This is an optimization exercise on Yosys and OpenROAD, whose aim is small area, a short achievable clock period and few clock cycles, not a production implementation. RTL that was checked went through simulation tests only; none was proved equivalent to the original. Power is estimated from default activity; no workload was simulated.

==> module weight_update, before the edit <==
module weight_update
(
   input  logic  clk,
   input  logic  reset,
   input  logic  cmd_valid,
   input  logic  cmd_init,
   output logic  cmd_ready,
   input  wu_pkg::word_t weight_in,
   input  logic  weight_valid,
   output logic  weight_ready,
   input  wu_pkg::word_t gradient_in,
   input  logic  gradient_valid,
   output logic  gradient_ready,
   output wu_pkg::word_t result_out,
   output logic  result_valid,
   input  logic  result_ready,
   input  wu_pkg::len_t  total_length,
   input  wu_pkg::node_t node_id,
   input  wu_pkg::node_t num_node,
   output wu_pkg::addr_t avs_address,
   output wu_pkg::word_t avs_writedata,
   output logic  avs_read,
   output logic  avs_write,
   input  wu_pkg::word_t avs_readdata,
   input  logic  avs_waitrequest,
   input  logic  avs_readdatavalid
);
   localparam int CNT_W = $clog2(wu_pkg::NSLOT + 1);
   localparam int HI_W  = wu_pkg::ADDR_W - wu_pkg::LG_SLICE_WORDS;
   typedef enum logic [1:0] {S_IDLE, S_INIT, S_WALK} state_t;
   state_t        state, state_n;
   logic          cmd_rdy_q;
   logic          init_done, init_done_n;
   logic [CNT_W-1:0] rd_cnt;       
   wu_pkg::word_t upd_q;           
   logic          w_need, w_need_n;      
   logic          res_need, res_need_n;  
   logic          rd_act;
   wu_pkg::addr_t rd_addr;
   logic          rd_cross;
   wu_pkg::addr_t wr_addr;
   logic [HI_W-1:0] wr_prev_hi;
   logic [wu_pkg::LG_SLICE_WORDS-1:0] wr_lo;
   logic          wr_behind;
   wu_pkg::word_t head;
   logic          head_empty, head_empty_n;
   logic          buf_full, buf_full_n;
   wu_pkg::word_t grad;
   wu_pkg::word_t upd_word;
   logic bus_free, wr_acc, upd_free, load, w_take;
   logic wr_cand, rd_cand, issue_rd, issue_wr;
   logic walk_start, init_end, walk_end, cmd_acc;
   logic in_init, in_walk, take_last;
   assign in_init = (state == S_INIT);
   assign in_walk = (state == S_WALK);
   assign grad = gradient_in;
   for (genvar i = 0; i < wu_pkg::LANES; i++) begin : g_lane
      logic [wu_pkg::LANE_W-1:0] gl;
      assign gl = grad[i*wu_pkg::LANE_W +: wu_pkg::LANE_W];
      fast_add #(.W(wu_pkg::LANE_W)) i_sub (
         .a   (head[i*wu_pkg::LANE_W +: wu_pkg::LANE_W]),
         .b   (~{{wu_pkg::LR_SHIFT{gl[wu_pkg::LANE_W-1]}}, gl[wu_pkg::LANE_W-1:wu_pkg::LR_SHIFT]}),
         .cin (1'b1),
         .sum (upd_word[i*wu_pkg::LANE_W +: wu_pkg::LANE_W]),
         .cout ()
      );
   end
   assign cmd_ready      = cmd_rdy_q;
   assign cmd_acc        = cmd_valid && cmd_rdy_q;
   assign weight_ready   = in_init && !init_done && upd_free;
   assign gradient_ready = in_walk && !head_empty && upd_free;
   assign result_valid   = res_need;
   assign result_out     = upd_q;
   assign avs_writedata  = upd_q;
   assign bus_free = !(avs_read || avs_write) || !avs_waitrequest;
   assign wr_acc   = avs_write && !avs_waitrequest;
   assign upd_free = (!w_need || wr_acc) && (!res_need || result_ready);
   assign w_take = weight_ready && weight_valid;
   assign load   = w_take || (gradient_ready && gradient_valid);
   assign wr_cand  = load || (w_need && !avs_write);
   assign rd_cand  = in_walk && rd_act && (rd_cnt < CNT_W'(wu_pkg::NSLOT));
   assign issue_rd = bus_free && rd_cand;
   assign issue_wr = bus_free && !rd_cand && wr_cand;
   assign init_end   = in_init && init_done && (!w_need || wr_acc);
   assign walk_start = (cmd_acc && !cmd_init) || init_end;
   assign walk_end   = in_walk && !rd_act && (rd_cnt == '0) && upd_free;
   slice_walker i_walker (
      .clk (clk), .reset (reset),
      .start (walk_start || cmd_acc), .start_lin ((state == S_IDLE) && cmd_init), .lin (in_init),
      .step (in_init ? w_take : issue_rd),
      .node_id (node_id), .num_node (num_node), .total_length (total_length),
      .addr_valid (rd_act), .addr (rd_addr), .slice_done (rd_cross), .len_last (take_last)
   );
   assign wr_addr = {wr_behind ? wr_prev_hi : rd_addr[wu_pkg::ADDR_W-1:wu_pkg::LG_SLICE_WORDS], wr_lo};
   always_ff @(posedge clk) begin
      if (rd_cross) wr_prev_hi <= rd_addr[wu_pkg::ADDR_W-1:wu_pkg::LG_SLICE_WORDS];
      if (reset || walk_start || cmd_acc) begin
         wr_lo     <= '0;
         wr_behind <= 1'b0;
      end else begin
         if (issue_wr) wr_lo <= wr_lo + 1'b1;
         if (rd_cross != (issue_wr && (&wr_lo))) wr_behind <= rd_cross;
      end
   end
   sync_fifo #(.DW(wu_pkg::WORD_W), .DEPTH(wu_pkg::NSLOT)) i_buf (
      .clk (clk), .reset (reset),
      .wr_data (avs_readdata), .wr_en (avs_readdatavalid),
      .rd_en (load && in_walk), .rd_data (head), .empty (head_empty), .full (buf_full),
      .empty_n (head_empty_n), .full_n (buf_full_n)
   );
   always_comb begin
      state_n = state;
      case (state)
         S_IDLE:  if (cmd_acc) state_n = cmd_init ? S_INIT : S_WALK;
         S_INIT:  if (init_end) state_n = S_WALK;
         S_WALK:  if (walk_end) state_n = S_IDLE;
         default: state_n = S_IDLE;
      endcase
      w_need_n   = load ? 1'b1 : (w_need && !wr_acc);
      res_need_n = load ? in_walk : (res_need && !result_ready);
      init_done_n = cmd_acc ? 1'b0 : (init_done || (w_take && take_last));
   end
   always_ff @(posedge clk) begin
      if (load) upd_q <= in_init ? weight_in : upd_word;
      if (issue_rd) avs_address <= rd_addr;
      else if (issue_wr) avs_address <= wr_addr;
   end
   always_ff @(posedge clk) begin
      if (reset) begin
         state     <= S_IDLE;
         cmd_rdy_q <= 1'b0;
         init_done <= 1'b0;
         rd_cnt    <= '0;
         w_need    <= 1'b0;
         res_need  <= 1'b0;
         avs_read  <= 1'b0;
         avs_write <= 1'b0;
      end else begin
         if (bus_free) begin
            avs_read  <= issue_rd;
            avs_write <= issue_wr;
         end
         rd_cnt    <= rd_cnt + CNT_W'(issue_rd) - CNT_W'(load && in_walk);
         state     <= state_n;
         w_need    <= w_need_n;
         res_need  <= res_need_n;
         init_done <= init_done_n;
         cmd_rdy_q <= (state_n == S_IDLE);
      end
   end
endmodule
clock: 6.0 ns
lec_check: 0
abc_clock_period_in_ps: 2600
cap_margin: 20
core_margin: 2
core_utilization: 40
setup_slack_margin: 3.4
slew_margin: 20
run.sh (not shown) runs the stock make flow with config.mk's settings and CLKGATE_MAP_FILE= SYNTH_SCRIPT=/design/flow/synth_recipe.tcl, a recipe that flattens the netlist after the stock synthesis.
Next try:
--- a/flow/design.v
+++ b/flow/design.v
@@ -210,6 +210,8 @@
    state_t        state, state_n;
    logic          cmd_rdy_q;
    logic          init_done, init_done_n;
+   logic          wrdy_q;          
+   logic          grdy_q;          
    logic [CNT_W-1:0] rd_cnt;       
    wu_pkg::word_t upd_q;           
    logic          w_need, w_need_n;      
@@ -224,7 +226,10 @@
    wu_pkg::word_t head;
    logic          head_empty, head_empty_n;
    logic          buf_full, buf_full_n;
-   wu_pkg::word_t grad;
+   localparam int GL_W = wu_pkg::LANE_W - wu_pkg::LR_SHIFT;
+   logic [wu_pkg::LANES*GL_W-1:0] gsh_q;    
+   logic          g_full, g_full_n;
+   logic          g_take;
    wu_pkg::word_t upd_word;
    logic bus_free, wr_acc, upd_free, load, w_take;
    logic wr_cand, rd_cand, issue_rd, issue_wr;
@@ -232,13 +237,12 @@
    logic in_init, in_walk, take_last;
    assign in_init = (state == S_INIT);
    assign in_walk = (state == S_WALK);
-   assign grad = gradient_in;
    for (genvar i = 0; i < wu_pkg::LANES; i++) begin : g_lane
-      logic [wu_pkg::LANE_W-1:0] gl;
-      assign gl = grad[i*wu_pkg::LANE_W +: wu_pkg::LANE_W];
+      logic [GL_W-1:0] gl;
+      assign gl = gsh_q[i*GL_W +: GL_W];
       fast_add #(.W(wu_pkg::LANE_W)) i_sub (
          .a   (head[i*wu_pkg::LANE_W +: wu_pkg::LANE_W]),
-         .b   (~{{wu_pkg::LR_SHIFT{gl[wu_pkg::LANE_W-1]}}, gl[wu_pkg::LANE_W-1:wu_pkg::LR_SHIFT]}),
+         .b   (~{{wu_pkg::LR_SHIFT{gl[GL_W-1]}}, gl}),
          .cin (1'b1),
          .sum (upd_word[i*wu_pkg::LANE_W +: wu_pkg::LANE_W]),
          .cout ()
@@ -246,21 +250,22 @@
    end
    assign cmd_ready      = cmd_rdy_q;
    assign cmd_acc        = cmd_valid && cmd_rdy_q;
-   assign weight_ready   = in_init && !init_done && upd_free;
-   assign gradient_ready = in_walk && !head_empty && upd_free;
+   assign weight_ready   = wrdy_q;
+   assign gradient_ready = grdy_q;
    assign result_valid   = res_need;
    assign result_out     = upd_q;
    assign avs_writedata  = upd_q;
    assign bus_free = !(avs_read || avs_write) || !avs_waitrequest;
    assign wr_acc   = avs_write && !avs_waitrequest;
    assign upd_free = (!w_need || wr_acc) && (!res_need || result_ready);
-   assign w_take = weight_ready && weight_valid;
-   assign load   = w_take || (gradient_ready && gradient_valid);
+   assign w_take = wrdy_q && weight_valid;
+   assign g_take = grdy_q && gradient_valid;
+   assign load   = !head_empty && upd_free && (in_init || (in_walk && g_full));
    assign wr_cand  = load || (w_need && !avs_write);
    assign rd_cand  = in_walk && rd_act && (rd_cnt < CNT_W'(wu_pkg::NSLOT));
    assign issue_rd = bus_free && rd_cand;
    assign issue_wr = bus_free && !rd_cand && wr_cand;
-   assign init_end   = in_init && init_done && (!w_need || wr_acc);
+   assign init_end   = in_init && init_done && head_empty && (!w_need || wr_acc);
    assign walk_start = (cmd_acc && !cmd_init) || init_end;
    assign walk_end   = in_walk && !rd_act && (rd_cnt == '0) && upd_free;
    slice_walker i_walker (
@@ -278,13 +283,14 @@
          wr_behind <= 1'b0;
       end else begin
          if (issue_wr) wr_lo <= wr_lo + 1'b1;
-         if (rd_cross != (issue_wr && (&wr_lo))) wr_behind <= rd_cross;
+         if (rd_cross) wr_behind <= 1'b1;
+         else if (issue_wr && (&wr_lo)) wr_behind <= 1'b0;
       end
    end
    sync_fifo #(.DW(wu_pkg::WORD_W), .DEPTH(wu_pkg::NSLOT)) i_buf (
       .clk (clk), .reset (reset),
-      .wr_data (avs_readdata), .wr_en (avs_readdatavalid),
-      .rd_en (load && in_walk), .rd_data (head), .empty (head_empty), .full (buf_full),
+      .wr_data (in_init ? weight_in : avs_readdata), .wr_en (in_init ? w_take : avs_readdatavalid),
+      .rd_en (load), .rd_data (head), .empty (head_empty), .full (buf_full),
       .empty_n (head_empty_n), .full_n (buf_full_n)
    );
    always_comb begin
@@ -298,9 +304,17 @@
       w_need_n   = load ? 1'b1 : (w_need && !wr_acc);
       res_need_n = load ? in_walk : (res_need && !result_ready);
       init_done_n = cmd_acc ? 1'b0 : (init_done || (w_take && take_last));
+      g_full_n    = g_take || (g_full && !load);
    end
    always_ff @(posedge clk) begin
-      if (load) upd_q <= in_init ? weight_in : upd_word;
+      if (reset || g_take || load) begin
+         for (int i = 0; i < wu_pkg::LANES; i++) begin
+            gsh_q[i*GL_W +: GL_W] <= (g_take && !reset) ? gradient_in[i*wu_pkg::LANE_W + wu_pkg::LR_SHIFT +: GL_W] : '0;
+         end
+      end
+   end
+   always_ff @(posedge clk) begin
+      if (load) upd_q <= upd_word;
       if (issue_rd) avs_address <= rd_addr;
       else if (issue_wr) avs_address <= wr_addr;
    end
@@ -309,6 +323,9 @@
          state     <= S_IDLE;
          cmd_rdy_q <= 1'b0;
          init_done <= 1'b0;
+         wrdy_q    <= 1'b0;
+         grdy_q    <= 1'b0;
+         g_full    <= 1'b0;
          rd_cnt    <= '0;
          w_need    <= 1'b0;
          res_need  <= 1'b0;
@@ -325,6 +342,10 @@
          res_need  <= res_need_n;
          init_done <= init_done_n;
          cmd_rdy_q <= (state_n == S_IDLE);
+         wrdy_q    <= (state_n == S_INIT) && !init_done_n && !buf_full_n;
+         g_full    <= g_full_n;
+         grdy_q    <= (state_n == S_WALK) && !g_full_n &&
+                      ((rd_cnt + CNT_W'(issue_rd) - CNT_W'(load && in_walk)) != '0);
       end
    end
 endmodule
After rerunning:
- The new run finished with timing, DRC and antenna clean
- cell area grows by 6.9%
- final cell count grows by 9.7%
- power grows by about 9%
- synthesized area grows by about 12%
- global-route usage barely changes
- routed wire length grows by 13%
- sequential power grows by 15%
- count of clock-buffer cells in the layout grows by 16
Function was not checked in any run of this note: the RTL went through the layout flow alone.

---

Setup of v6:
Another version of the RTL of weight_update (not shown whole).
For scale: about 2100 cells after synthesis, ~410 I/O pins.
==> module slice_walker, before the edit <==
module slice_walker
(
   input  logic  clk,
   input  logic  reset,
   input  logic  start,
   input  logic  start_lin,     
   input  logic  lin,           
   input  logic  step,
   input  wu_pkg::node_t node_id,
   input  wu_pkg::node_t num_node,
   input  wu_pkg::len_t  total_length,
   output logic  addr_valid,
   output wu_pkg::addr_t addr,
   output logic  slice_done,    
   output logic  len_last       
);
   localparam int HI_W = wu_pkg::ADDR_W - wu_pkg::LG_SLICE_WORDS;
   wu_pkg::node_t first_slice;
   wu_pkg::node_t num_q;
   wu_pkg::node_t num_m1_q;
   logic          first0_q;
   logic                              active;
   logic [HI_W-1:0]                   hi;         
   logic [wu_pkg::LG_SLICE_WORDS-1:0] lo;
   wu_pkg::node_t                     si;         
   logic                              crossed_q;  
   logic                              at_own_q;
   logic                              at_last_q;
   logic [8:0]                        xq;         
   logic [HI_W-1:0]                   hi_next;
   logic                              slice_end;
   logic [HI_W:0]                     left;       
   logic [HI_W:0]                     left_dec;
   logic [HI_W:0]                     left_nz;    
   logic                              part;       
   logic                              le1_q, le2_q, le1;
   assign first_slice = (start_lin || first0_q) ? 8'd0 : node_id + 1'b1;
   assign slice_end  = &lo;
   assign slice_done = step && slice_end;
   assign addr_valid = active;
   assign addr       = {hi, lo};
   fast_add #(.W(HI_W)) i_hi_add (
      .a (hi), .b ({{(HI_W-9){xq[8]}}, xq}), .cin (1'b1), .sum (hi_next), .cout ()
   );
   assign left_nz[0] = left[0];
   for (genvar i = 1; i <= HI_W; i++) begin : g_dec
      assign left_nz[i] = |left[i:0];
      assign left_dec[i] = left[i] ^ !left_nz[i-1];
   end
   assign left_dec[0] = !left[0];
   assign part  = (total_length[2:0] != 3'd0);
   assign le1_q = (left[HI_W:1] == '0) && !(left[0] && part);
   assign le2_q = (left[HI_W:2] == '0) && !(left[1] && (left[0] || part));
   assign le1   = crossed_q ? le2_q : le1_q;
   assign len_last = le1 && (lo == total_length[2:0] - 3'd1);
   always_ff @(posedge clk) begin
      num_q     <= num_node;
      num_m1_q  <= num_node - 1'b1;
      first0_q  <= (node_id == num_node - 1'b1);
      at_own_q  <= (si == node_id);
      at_last_q <= (si == num_m1_q);
      if (lin) xq <= 9'd0;
      else if (at_own_q) xq <= first0_q ? 9'd0 : {1'b0, num_q};
      else if (at_last_q) xq <= ~{1'b0, num_m1_q};
      else xq <= 9'd0;
   end
   always_ff @(posedge clk) begin
      if (reset) begin
         active    <= 1'b0;
         crossed_q <= 1'b0;
         hi        <= '0;
         lo        <= '0;
         si        <= '0;
         left      <= '0;
      end else if (start) begin
         active    <= 1'b1;
         crossed_q <= 1'b0;
         hi        <= HI_W'(first_slice);
         lo        <= '0;
         si        <= first_slice;
         left      <= total_length[wu_pkg::ADDR_W:3];
      end else begin
         if (step) lo <= lo + 1'b1;
         crossed_q <= step && slice_end;
         if (step && slice_end) hi <= hi_next;
         if (step && slice_end && at_own_q && le1) active <= 1'b0;
         if (crossed_q) begin
            si <= at_last_q ? 8'd0 : si + 1'b1;
            if (!le1_q) left <= left_dec;
         end
      end
   end
endmodule
export LEC_CHECK = 0
export ABC_CLOCK_PERIOD_IN_PS = 2500
export CAP_MARGIN = 20
export CORE_MARGIN = 2
export CORE_UTILIZATION = 40
export CTS_BUF_LIST = sky130_fd_sc_hd__clkbuf_4 sky130_fd_sc_hd__clkbuf_8
export CTS_CLUSTER_SIZE = 30
export SETUP_SLACK_MARGIN = 3.6
export SLEW_MARGIN = 20
export SYNTH_HIERARCHICAL = 1
export SYNTH_MINIMUM_KEEP_SIZE = 0
create_clock -name core_clock -period 6.0 [get_ports {clk}]
standard.sh (not shown) runs the stock make flow with config.mk's settings and CLKGATE_MAP_FILE= SYNTH_SCRIPT=/design/flow/synth_recipe.tcl, a recipe that flattens the netlist after the stock synthesis.
==> flow/flow/run.sh <==
#!/bin/bash
# Standard layout, with the smallest buffer as the port buffer instead of
# the default delay buffer (the timing repairs upsize it where needed),
# and a clock tree without dummy loads.
set -euo pipefail
bash standard.sh \
  "BUFFER_PORTS_ARGS=-buffer_cell sky130_fd_sc_hd__buf_1" \
  "CTS_ARGS=-sink_clustering_enable -repair_clock_nets -sink_clustering_size 20 -sink_clustering_max_diameter 80 -buf_list {sky130_fd_sc_hd__clkbuf_8 sky130_fd_sc_hd__clkbuf_16} -dont_use_dummy_load" \
  finish > standard.log 2>&1
Testbench counts of v6, summed over its fixed seeds: cycles 20,566.
What v7 does differently from v6 at the input level:
--- a/flow/design.v
+++ b/flow/design.v
@@ -100,11 +100,10 @@
    output logic  slice_done,    
    output logic  len_last       
 );
    localparam int HI_W = wu_pkg::ADDR_W - wu_pkg::LG_SLICE_WORDS;
    wu_pkg::node_t first_slice;
-   wu_pkg::node_t num_q;
    wu_pkg::node_t num_m1_q;
    logic          first0_q;
    logic                              active;
    logic [HI_W-1:0]                   hi;         
    logic [wu_pkg::LG_SLICE_WORDS-1:0] lo;
@@ -138,17 +137,16 @@
    assign le1_q = (left[HI_W:1] == '0) && !(left[0] && part);
    assign le2_q = (left[HI_W:2] == '0) && !(left[1] && (left[0] || part));
    assign le1   = crossed_q ? le2_q : le1_q;
    assign len_last = le1 && (lo == total_length[2:0] - 3'd1);
    always_ff @(posedge clk) begin
-      num_q     <= num_node;
       num_m1_q  <= num_node - 1'b1;
       first0_q  <= (node_id == num_node - 1'b1);
       at_own_q  <= (si == node_id);
       at_last_q <= (si == num_m1_q);
       if (lin) xq <= 9'd0;
-      else if (at_own_q) xq <= first0_q ? 9'd0 : {1'b0, num_q};
+      else if (at_own_q) xq <= first0_q ? 9'd0 : {1'b0, num_node};
       else if (at_last_q) xq <= ~{1'b0, num_m1_q};
       else xq <= 9'd0;
    end
    always_ff @(posedge clk) begin
       if (reset) begin
Results
- v6 -> v7: number of cells traversed by the worst hold path flat
- v7 vs v6: total number of sequential cells down slightly
- Setup slack of the most critical reg-to-reg path for v7 is higher than for v6.
- Worst setup slack (v7 over v6): decrease, 0.0083 ns
- Looking at post-synthesis cell area, v7 sits about 0.53% lower than v6 does.
- v6 → v7: logic gate share of total power now sits higher; final instance area now sits at about the same level; power now sits lower; chip height now sits at about the same level; wire length on met1 now sits higher.
Testbench counts of v7, summed over its fixed seeds: cycles 20,566.

-- port drivers added, routing unchanged --
Ports are ideal in the flow. The routed layouts listed here were re-timed in OpenROAD. Step 1 (the two cells are an assumption about what drives the block):
set clk [get_ports {clk}]
set_driving_cell -lib_cell sky130_fd_sc_hd__clkbuf_16 $clk
set_driving_cell -lib_cell sky130_fd_sc_hd__buf_2 [delete_from_list [all_inputs] $clk]
Step 2, shift: input delay + t, output delay - t, t = (earliest + latest rising clock arrival at the registers) / 2. This alone moves slack from input paths to output paths. Three values: ideal ports, drivers, drivers and shift; two values: the first two.
run | t, ns | slack for setup (ns) | slew at the worst register clock pin (ns) | cell pins on the clock port's net
the first run of note 1 | 0.632 | 2.689 / 2.622 / 2.322 | 0.07 / 0.07 | 1
the second run of note 1 | 0.635 | 3.120 / 3.120 / 2.817 | 0.06 / 0.06 | 1
v6 | 0.629 | 3.569 / 3.512 / 2.964 | 0.09 / 0.09 | 1
v7 | 0.625 | 3.561 / 3.506 / 2.967 | 0.09 / 0.09 | 1
After both steps setup and hold are still met in every run listed. For v6, which loses most, drivers alone change the setup slack by -0.057 ns; drivers and shift together by -0.605 ns.
